Source: an optimization exercise on an open RTL-to-GDS flow (aim: a short achievable clock period, few clock cycles and low power). Production flows keep margins and buffers that such runs may drop. Only simulation tests tie the RTL to the original design; equivalence was not proved.

== main ==
==> module cpu_top, before the edit <==
module cpu_top #(
        parameter logic [15:0] reset_pc = '0
) (
        input  logic        clk,
        input  logic        reset,
        input  logic        run_n,
        input  logic [15:0] sram_d,
        output logic [15:0] sram_addr,
        output logic [15:0] sram_q,
        output logic        sram_we_n
);
        logic [15:0] pc_q;                        
        logic [15:0] pc;
        logic        e_alu, e_lw, e_sw, e_beq;    
        logic        e_sub, e_nand, e_addi;       
        logic [3:0]  e_dst;
        logic [3:0]  e_imm;
        logic [15:0] op_a, op_b;
        logic [15:0] rf [16];
        logic        clr;                         
        logic        e_mem;
        logic [15:0] e_x;
        logic [15:0] alu_res;
        logic [15:0] ea;
        logic        taken;
        assign e_mem = e_lw | e_sw;
        assign e_x   = e_addi ? {12'd0, e_imm} : op_a;
        logic [15:0] sum;
        assign sum = e_x + (op_b ^ {16{e_sub}}) + {15'd0, e_sub};
        assign alu_res = e_nand ? ~(op_a & op_b) : sum;
        logic [3:0]  ea_g, ea_p;
        logic [4:0]  ea_c;
        logic [11:0] ea_pre;
        assign ea_g = op_b[3:0] & e_imm;
        assign ea_p = op_b[3:0] ^ e_imm;
        assign ea_c[0] = 1'b0;
        assign ea_c[1] = ea_g[0];
        assign ea_c[2] = ea_g[1] | (ea_p[1] & ea_g[0]);
        assign ea_c[3] = ea_g[2] | (ea_p[2] & ea_g[1]) | (ea_p[2] & ea_p[1] & ea_g[0]);
        assign ea_c[4] = ea_g[3] | (ea_p[3] & ea_g[2]) | (ea_p[3] & ea_p[2] & ea_g[1])
                       | (ea_p[3] & ea_p[2] & ea_p[1] & ea_g[0]);
        assign ea_pre[0] = 1'b1;
        for (genvar i = 1; i < 12; i++) begin : g_ea_pre
                assign ea_pre[i] = &op_b[3+i:4];
        end
        logic [11:0] ea_hi_inc;
        assign ea_hi_inc = op_b[15:4] ^ ea_pre;
        assign ea = {ea_c[4] ? ea_hi_inc : op_b[15:4], ea_p ^ ea_c[3:0]};
        assign taken = e_beq & (op_a == op_b);
        assign sram_addr = e_mem ? ea : pc;
        assign sram_q    = op_a;
        assign sram_we_n = ~e_sw | run_n;
        logic        rf_we;
        logic [15:0] rf_wd;
        assign rf_we = ~run_n & (e_alu | e_lw);
        assign rf_wd = (clr | ~(e_alu | e_lw)) ? 16'd0 : e_lw ? sram_d : alu_res;
        for (genvar i = 0; i < 16; i++) begin : g_rf
                always_ff @(posedge clk) begin
                        if (clr || (rf_we && e_dst == i))
                                rf[i] <= rf_wd;
                end
        end
        always_ff @(posedge clk or negedge reset) begin
                if (!reset)
                        clr <= 1'b1;
                else if (!run_n)
                        clr <= 1'b0;
        end
        logic clr_done;
        always_ff @(posedge clk)
                clr_done <= ~reset;
        logic [3:0]  f_op, f_c, f_b, f_a;
        logic        f_en;
        logic        f_alu, f_lw, f_sw, f_beq, f_jmp, f_bsame, f_redir;
        logic [15:0] f_off, pc_tgt, bt_off, pc_bt;
        logic [3:0]  idx_a;
        logic [15:0] rd_a, rd_b;
        assign f_op = sram_d[15:12];
        assign f_c  = sram_d[11:8];
        assign f_b  = sram_d[7:4];
        assign f_a  = sram_d[3:0];
        assign f_en = ~e_mem & ~taken & ~(clr & ~clr_done);
        assign f_alu = (f_op == 4'd0) | (f_op == 4'd1) | (f_op == 4'd2) | (f_op == 4'd8);
        assign f_sw  = (f_op == 4'd5);
        assign f_lw  = (f_op == 4'd6);
        assign f_beq = (f_op == 4'd14);
        assign f_jmp = (f_op == 4'd15);
        assign f_bsame = f_beq & (f_c == f_b);
        assign f_redir = f_jmp | f_bsame;
        assign f_off  = {f_jmp ? {{4{sram_d[11]}}, sram_d[11:4]} : 12'd0, sram_d[3:0]};
        assign pc_tgt = pc + f_off;
        assign bt_off = {{12{e_imm == 4'd0}}, e_imm - 4'd1};
        assign pc_bt  = pc_q + bt_off;
        logic [15:0] pc_pre, pc_inc;
        assign pc_pre[0] = 1'b1;
        for (genvar i = 1; i < 16; i++) begin : g_pc_pre
                assign pc_pre[i] = &pc[i-1:0];
        end
        assign pc_inc = pc ^ pc_pre;
        assign idx_a = (f_sw | f_beq) ? f_c : f_a;
        always_comb begin
                if (e_alu && e_dst == idx_a)
                        rd_a = alu_res;
                else
                        rd_a = rf[idx_a];
                if (e_alu && e_dst == f_b)
                        rd_b = alu_res;
                else
                        rd_b = rf[f_b];
        end
        logic f_use_a, f_use_b, f_use_dst, f_use_imm, f_ld;
        assign f_use_a   = (f_alu & (f_op != 4'd1)) | f_sw | f_beq;
        assign f_use_b   = f_alu | f_lw | f_sw | f_beq;
        assign f_use_dst = f_alu | f_lw;
        assign f_use_imm = (f_op == 4'd1) | f_lw | f_sw | f_beq;
        assign f_ld      = ~run_n & f_en;
        always_ff @(posedge clk) begin
                if (f_ld & f_use_a)
                        op_a <= rd_a;
                if (f_ld & f_use_b)
                        op_b <= rd_b;
                if (f_ld & f_use_dst)
                        e_dst <= f_c;
                if (f_ld & f_use_imm)
                        e_imm <= f_a;
                if (f_ld & f_alu) begin
                        e_sub  <= (f_op == 4'd2);
                        e_nand <= (f_op == 4'd8);
                        e_addi <= (f_op == 4'd1);
                end
        end
        always_ff @(posedge clk or negedge reset) begin
                if (!reset) begin
                        e_alu <= 1'b0;
                        e_lw  <= 1'b0;
                        e_sw  <= 1'b0;
                        e_beq <= 1'b0;
                end else if (!run_n) begin
                        e_alu <= f_en & f_alu;
                        e_lw  <= f_en & f_lw;
                        e_sw  <= f_en & f_sw;
                        e_beq <= f_en & f_beq & ~f_bsame;
                end
        end
        assign pc = clr ? reset_pc : pc_q;
        always_ff @(posedge clk) begin
                if (!run_n) begin
                        if (taken)
                                pc_q <= pc_bt;
                        else if (f_en & f_redir)
                                pc_q <= pc_tgt;
                        else if (f_en)
                                pc_q <= pc_inc;
                        else if (clr)
                                pc_q <= reset_pc;
                end
        end
endmodule
Settings: LEC_CHECK=0, CAP_MARGIN=20, CORE_MARGIN=2, CORE_UTILIZATION=50, SETUP_SLACK_MARGIN=5, SLEW_MARGIN=20; clock period 9.0 ns.
standard.sh (not shown) runs the stock make flow with config.mk's settings and CLKGATE_MAP_FILE= SYNTH_SCRIPT=/design/flow/synth_recipe.tcl, a recipe that flattens the netlist after the stock synthesis.
==> flow/flow/run.sh <==
#!/bin/bash
# The standard layout (the standard.sh, every step), except for the
# clock tree's settings: no dummy loads, and larger sink clusters.
export CTS_ARGS="-sink_clustering_enable -repair_clock_nets -dont_use_dummy_load -sink_clustering_size 16 -sink_clustering_max_diameter 60 -buf_list {sky130_fd_sc_hd__clkbuf_4 sky130_fd_sc_hd__clkbuf_8}"
bash standard.sh > standard.log 2>&1
Testbench counts of main, summed over its fixed seeds: cycles 32,260.
[inputs] the feature branch vs main
--- a/flow/design.v
+++ b/flow/design.v
@@ -70,8 +70,9 @@
         logic        e_sub, e_nand, e_addi;       
         logic [3:0]  e_dst;
         logic [3:0]  e_imm;
         logic [15:0] op_a, op_b;
+        logic        e_c4;                        
         logic [15:0] rf [16];
         logic        clr;                         
         logic        e_mem;
         logic [15:0] e_x;
@@ -82,26 +83,24 @@
         assign e_x   = e_addi ? {12'd0, e_imm} : op_a;
         logic [15:0] sum;
         assign sum = e_x + (op_b ^ {16{e_sub}}) + {15'd0, e_sub};
         assign alu_res = e_nand ? ~(op_a & op_b) : sum;
-        logic [3:0]  ea_g, ea_p;
-        logic [4:0]  ea_c;
-        logic [11:0] ea_pre;
-        assign ea_g = op_b[3:0] & e_imm;
-        assign ea_p = op_b[3:0] ^ e_imm;
-        assign ea_c[0] = 1'b0;
-        assign ea_c[1] = ea_g[0];
-        assign ea_c[2] = ea_g[1] | (ea_p[1] & ea_g[0]);
-        assign ea_c[3] = ea_g[2] | (ea_p[2] & ea_g[1]) | (ea_p[2] & ea_p[1] & ea_g[0]);
-        assign ea_c[4] = ea_g[3] | (ea_p[3] & ea_g[2]) | (ea_p[3] & ea_p[2] & ea_g[1])
-                       | (ea_p[3] & ea_p[2] & ea_p[1] & ea_g[0]);
+        logic [3:0]  ea_lo;
+        logic [11:0] ea_pre, ea_hi_inc;
+        assign ea_lo = op_b[3:0] + e_imm;
+        logic [11:0] ea_l0, ea_l1, ea_l2, ea_l3;
+        assign ea_l0 = op_b[15:4];
+        for (genvar i = 0; i < 12; i++) begin : g_ea_pfx
+                assign ea_l1[i] = (i >= 1) ? ea_l0[i] & ea_l0[i-1] : ea_l0[i];
+                assign ea_l2[i] = (i >= 2) ? ea_l1[i] & ea_l1[i-2] : ea_l1[i];
+                assign ea_l3[i] = (i >= 4) ? ea_l2[i] & ea_l2[i-4] : ea_l2[i];
+        end
         assign ea_pre[0] = 1'b1;
         for (genvar i = 1; i < 12; i++) begin : g_ea_pre
-                assign ea_pre[i] = &op_b[3+i:4];
-        end
-        logic [11:0] ea_hi_inc;
+                assign ea_pre[i] = (i - 1 >= 8) ? ea_l3[i-1] & ea_l3[i-9] : ea_l3[i-1];
+        end
         assign ea_hi_inc = op_b[15:4] ^ ea_pre;
-        assign ea = {ea_c[4] ? ea_hi_inc : op_b[15:4], ea_p ^ ea_c[3:0]};
+        assign ea = {e_c4 ? ea_hi_inc : op_b[15:4], ea_lo};
         assign taken = e_beq & (op_a == op_b);
         assign sram_addr = e_mem ? ea : pc;
         assign sram_q    = op_a;
         assign sram_we_n = ~e_sw | run_n;
@@ -141,12 +140,12 @@
         assign f_beq = (f_op == 4'd14);
         assign f_jmp = (f_op == 4'd15);
         assign f_bsame = f_beq & (f_c == f_b);
         assign f_redir = f_jmp | f_bsame;
-        assign f_off  = {f_jmp ? {{4{sram_d[11]}}, sram_d[11:4]} : 12'd0, sram_d[3:0]};
+        assign f_off  = {f_jmp ? {{4{sram_d[11]}}, sram_d[11:4]} : 12'd0, (f_beq | f_jmp) ? sram_d[3:0] : 4'd0};
         assign pc_tgt = pc + f_off;
         assign bt_off = {{12{e_imm == 4'd0}}, e_imm - 4'd1};
-        assign pc_bt  = pc_q + bt_off;
+        assign pc_bt  = (pc_q & {16{e_beq}}) + bt_off;
         logic [15:0] pc_pre, pc_inc;
         assign pc_pre[0] = 1'b1;
         for (genvar i = 1; i < 16; i++) begin : g_pc_pre
                 assign pc_pre[i] = &pc[i-1:0];
@@ -162,8 +161,14 @@
                         rd_b = alu_res;
                 else
                         rd_b = rf[f_b];
         end
+        logic [3:0] f_g, f_o;
+        logic       f_c4;
+        assign f_g  = rd_b[3:0] & f_a;
+        assign f_o  = rd_b[3:0] | f_a;
+        assign f_c4 = f_g[3] | (f_o[3] & f_g[2]) | (f_o[3] & f_o[2] & f_g[1])
+                    | (f_o[3] & f_o[2] & f_o[1] & f_g[0]);
         logic f_use_a, f_use_b, f_use_dst, f_use_imm, f_ld;
         assign f_use_a   = (f_alu & (f_op != 4'd1)) | f_sw | f_beq;
         assign f_use_b   = f_alu | f_lw | f_sw | f_beq;
         assign f_use_dst = f_alu | f_lw;
@@ -177,8 +182,10 @@
                 if (f_ld & f_use_dst)
                         e_dst <= f_c;
                 if (f_ld & f_use_imm)
                         e_imm <= f_a;
+                if (f_ld & (f_lw | f_sw))
+                        e_c4 <= f_c4;
                 if (f_ld & f_alu) begin
                         e_sub  <= (f_op == 4'd2);
                         e_nand <= (f_op == 4'd8);
                         e_addi <= (f_op == 4'd1);
==> comparison <==
- The post-route worst setup slack of the feature branch is higher than that of main.
- Diff main -> the feature branch: fraction of area in multi-input gates went down by 0.41 points, number of clock buffer instances in the layout was more or less identical, global-route usage went down by 2.3 points, sum of routed wire length over all layers went down by about 7%, routed length per placed instance went down by 1.5 µm.
- In the flow results for main and the feature branch, the critical path depth is larger on main.
Testbench counts of the feature branch, summed over its fixed seeds: cycles 32,260.

[separate check: timing with driven ports]
In the flow no input, the clock included, has a driving cell. The finished layouts below were timed again as built, in two steps.
Step 1, drivers: a clkbuf_16 drives clk and a buf_2 each remaining input, both assumed.
Step 2 adds t to the input delays and takes it off the output delays; t is the mean of the earliest and latest rising clock arrival at the registers after step 1. Input paths then give back, and output paths get back, about the clock's delay inside the block.
a / b / c = no drivers / after step 1 / after step 2; a / b = the first two.
| run | shift t [ns] | slack for setup (ns) | clock arrival spread, ns |
|---|---|---|---|
| main | 0.673 | 4.534 / 4.483 / 4.279 | 0.163 / 0.163 |
| the feature branch | 0.670 | 4.877 / 4.827 / 4.254 | 0.115 / 0.115 |
After both steps every run listed still meets setup and hold. For the feature branch, which loses most, drivers alone change the setup slack by -0.050 ns; drivers and shift together by -0.623 ns.
